Source: an optimization exercise on an open RTL-to-GDS flow (aim: small area, a short achievable clock period and few clock cycles per item). Production flows keep margins and buffers that such runs may drop. In this exercise RTL edits were held to simulation tests only and were not proved equivalent to the original.

build 2:
Design dds_sine_sample_generator, start of the top module:
module dds_sine_sample_generator (
    input  logic                  clk,
    input  logic                  rst_n,
    input  logic                  in_valid,
    output logic                  in_ready,
    input  logic                  restart,
    output logic                  out_valid,
    input  logic                  out_ready,
    output dds_pkg::code_t        sample,
    input  logic                  cfg_valid,
    output logic                  cfg_ready,
    input  logic [1:0]            cfg_index,
    input  logic [31:0]           cfg_data
);
Settings: LEC_CHECK=0, CAP_MARGIN=20, CORE_MARGIN=2, CORE_UTILIZATION=40, SLEW_MARGIN=20; clock period 11.0 ns.
standard.sh (not shown) runs the stock make flow with config.mk's settings and CLKGATE_MAP_FILE= SYNTH_SCRIPT=/design/flow/synth_recipe.tcl, a recipe that flattens the netlist after the stock synthesis.
==> flow/flow/run.sh <==
#!/bin/bash
# The standard layout (the standard.sh) with changes to how it is made:
#  - after the standard synthesis, flow/fa_polarity.py removes inverter
#    pairs around full-adder cells (a full adder is self-dual, so an adder
#    whose inputs all arrive inverted can take the plain inputs and give
#    inverted outputs); the netlist's function and registers are unchanged;
#  - port buffers use a plain buffer cell instead of the delay cell the
#    resizer picks by default;
set -euo pipefail
run_std() {
  bash standard.sh \
  "SETUP_SLACK_MARGIN=7.75" \
  "BUFFER_PORTS_ARGS=-buffer_cell sky130_fd_sc_hd__buf_2" \
  "$@"
}
run_std synth > standard_synth.log 2>&1
R=orfs/results/${FLOW_PLATFORM}/dds_sine_sample_generator/base
python3 flow/fa_polarity.py $R/1_2_yosys.v $R/1_2_yosys_pol.v > fa_polarity.log 2>&1
cp $R/1_2_yosys.v $R/1_2_yosys_orig.v
mv $R/1_2_yosys_pol.v $R/1_2_yosys.v
rm -f $R/1_synth.odb $R/1_synth.sdc
run_std finish > standard_flow.log 2>&1
Other scripts of this flow, unchanged in this note and not shown: flow/flow/fa_polarity.py
Testbench counts of build 2, summed over its fixed seeds: cycles 16,016, items 16,000.
The following lists how build 78 was set up differently from build 2:
--- a/flow/flow/run.sh
+++ b/flow/flow/run.sh
@@ -11,3 +11,4 @@
   bash standard.sh \
-  "SETUP_SLACK_MARGIN=7.75" \
+  "SETUP_SLACK_MARGIN=7.6" \
+  "CORE_UTILIZATION=55" \
   "BUFFER_PORTS_ARGS=-buffer_cell sky130_fd_sc_hd__buf_2" \
## What came out
- Re clock skew: build 78 and build 2 aren't equal, and the lower value belongs to build 78.
- Cell at the slowest stage of the critical path: fa_2 -> build 2, fa_1 -> build 78
Edits applied to the flow inputs when going from build 78 to build 62:
--- a/flow/flow/run.sh
+++ b/flow/flow/run.sh
@@ -12,3 +12,6 @@
   "SETUP_SLACK_MARGIN=7.6" \
-  "CORE_UTILIZATION=55" \
+  "TNS_END_PERCENT=30" \
+  "CTS_CLUSTER_SIZE=20" \
+  "CTS_CLUSTER_DIAMETER=60" \
+  "CTS_BUF_LIST=sky130_fd_sc_hd__clkbuf_8" \
   "BUFFER_PORTS_ARGS=-buffer_cell sky130_fd_sc_hd__buf_2" \
Findings:
- Summary of build 62 over build 78: share of cell area taken by multi-input logic gates now larger, number of standard cells in the layout, taps in and fillers out now larger, number of nets at the end of the flow comparable, area added between synthesis and finish now smaller.
- Comparing build 62 and build 78, the higher utilization of the core after routing is on build 78.
- Met2 capacity usage during global routing: build 62 < build 78
- Taking build 78 as the reference point, the global-route wire length before repair of build 62 falls by 1.6%.
- Summary of build 62 over build 78: fraction of met1 tracks used by global routing shrank by 9.6 points, sum of routed wire length over all layers held steady.
- Build 62: full flow OK, the timing, DRC and antenna checks passed
- In build 62 the final design instance area without fill turned out 320 um^2 lower than in build 78.
Inputs modified between build 62 and build 16:
--- a/flow/flow/run.sh
+++ b/flow/flow/run.sh
@@ -11,7 +11,3 @@
   bash standard.sh \
-  "SETUP_SLACK_MARGIN=7.6" \
-  "TNS_END_PERCENT=30" \
-  "CTS_CLUSTER_SIZE=20" \
-  "CTS_CLUSTER_DIAMETER=60" \
-  "CTS_BUF_LIST=sky130_fd_sc_hd__clkbuf_8" \
+  "SETUP_SLACK_MARGIN=7.4" \
   "BUFFER_PORTS_ARGS=-buffer_cell sky130_fd_sc_hd__buf_2" \
Notes after the runs:
- Every stage of the flow completed for build 16, and the final layout passed the timing, DRC and antenna checks.
- | area added between synthesis and finish | higher: build 16 |
- The total routed wire length on the met1 layer number comes out higher for build 16 vs build 62.
- The global routing met1 resource utilization was comparable across build 62 and build 16.
- Build 62 → build 16: count of clock-buffer cells in the layout rose by 20; net count of the finished layout fell by 31.
- Taking build 62 as the reference, in build 16 non-clock buffering overhead in the final layout saw a decrease; post-detailed-routing wire length saw a decrease; maximum frequency saw a decrease.
Changes in build 12 relative to build 16:
--- a/flow/flow/run.sh
+++ b/flow/flow/run.sh
@@ -11,3 +11,6 @@
   bash standard.sh \
-  "SETUP_SLACK_MARGIN=7.4" \
+  "SETUP_SLACK_MARGIN=7.6" \
+  "CTS_BUF_LIST=sky130_fd_sc_hd__clkbuf_8" \
+  "SLEW_MARGIN=0" \
+  "CAP_MARGIN=0" \
   "BUFFER_PORTS_ARGS=-buffer_cell sky130_fd_sc_hd__buf_2" \
## What came out
- Of build 16 and build 12, the run reporting the lower clock network latency to the later pin of the worst-skew pair was build 16.
- Count of buffers added by post-CTS timing repair for setup in build 12 is 42 higher than in build 16
- Smallest setup slack after layout, build 16 and build 12: larger value in build 12
- [diff] routed wire length, build 12 relative to build 16: regression
- Final layout net count in build 12 is 56 above build 16.
- Highest achievable clock rate, build 16 and build 12: higher on build 12
- Summary — sum of routed wire segments on met1, build 12 relative to build 16: lower, by about 1%.
- In the reports for build 16 and build 12, the smaller number of non-filler instances in the completed layout belongs to build 16.
- Delta (build 12 minus build 16): net count after synthesis saw little to no change; post-layout minimum cycle time has decreased.

---

## before
Another version of the RTL of dds_sine_sample_generator (not shown whole).
For scale: about 1600 cells after synthesis, ~55 I/O pins, about 17000 um2 of cells after synthesis.
clock: 11.0 ns
lec_check: 0
cap_margin: 20
core_margin: 2
core_utilization: 40
slew_margin: 20
==> flow/flow/run.sh <==
#!/bin/bash
# The standard layout (the standard.sh) with three changes to how it is
# made: port buffers use a plain buffer cell instead of the delay cell the
# resizer picks by default; setup repair aims at a margin below the clock
# period; and repair works on the worst path only (TNS_END_PERCENT).
set -euo pipefail
bash standard.sh \
  "SETUP_SLACK_MARGIN=7.6" \
  "TNS_END_PERCENT=100" \
  "BUFFER_PORTS_ARGS=-buffer_cell sky130_fd_sc_hd__buf_2" \
  finish > standard_flow.log 2>&1
Testbench counts of before, summed over its fixed seeds: cycles 16,016, items 16,000.
Input-level comparison between after and before:
==> flow/flow/run.sh <==
#!/bin/bash
set -euo pipefail
bash standard.sh \
  "SETUP_SLACK_MARGIN=7.4" \
  "CORE_UTILIZATION=60" \
  "BUFFER_PORTS_ARGS=-buffer_cell sky130_fd_sc_hd__buf_2" \
  finish > standard_flow.log 2>&1
Findings:
Wire: after routes less than before
before ended up with row2b_reg[1] as its worst setup path startpoint; after ended up with row2a_reg[0].
| number of global-route vias before repair | after vs before | about 1.4% lower |
Looking at die footprint, after sits below before.
On longest individual stage delay on the worst path, before and after are neck and neck.
NOTE vertical extent of the die before->after decreased by more than 10%
Between after and before, it is after whose final worst setup slack is higher, by 0.094 ns.
Looking only at overall routing resource usage, and setting everything else aside, the lower value of before and after goes to before.

static timing again, ports no longer ideal:
How much do the figures lean on ideal ports? The routed layouts below were timed once more, with nothing changed but the port constraints. Step 1, drivers: a clkbuf_16 drives clk and a buf_2 each remaining input, both assumed. Step 2, shift: input delay + t, output delay - t, t = (earliest + latest rising clock arrival at the registers) / 2. This alone moves slack from input paths to output paths. Three values: no drivers, after step 1, after step 2; two values: the first two.
run	t, ns	setup slack, ns	hold WS [ns]	worst slew at a driven data input, ns	cell pins on the clock port's net
build 2	0.601	7.599 / 7.599 / 7.487	0.487 / 0.487 / 0.487	0.07	1
build 78	0.573	7.609 / 7.609 / 7.334	0.488 / 0.488 / 0.488	0.06	1
build 62	0.628	7.611 / 7.599 / 7.148	0.494 / 0.494 / 0.494	0.06	1
build 16	0.594	7.481 / 7.481 / 7.344	0.484 / 0.484 / 0.484	0.06	1
build 12	0.611	7.625 / 7.625 / 7.149	0.486 / 0.486 / 0.486	0.06	1
before	0.573	7.311 / 7.311 / 7.311	0.485 / 0.485 / 0.485	0.06	1
after	0.561	7.405 / 7.405 / 7.243	0.481 / 0.481 / 0.481	0.05	1
After both steps every run listed still meets setup and hold. The setup slack of build 12, which loses most, moves by 0.000 ns with the drivers and by -0.476 ns with both steps.
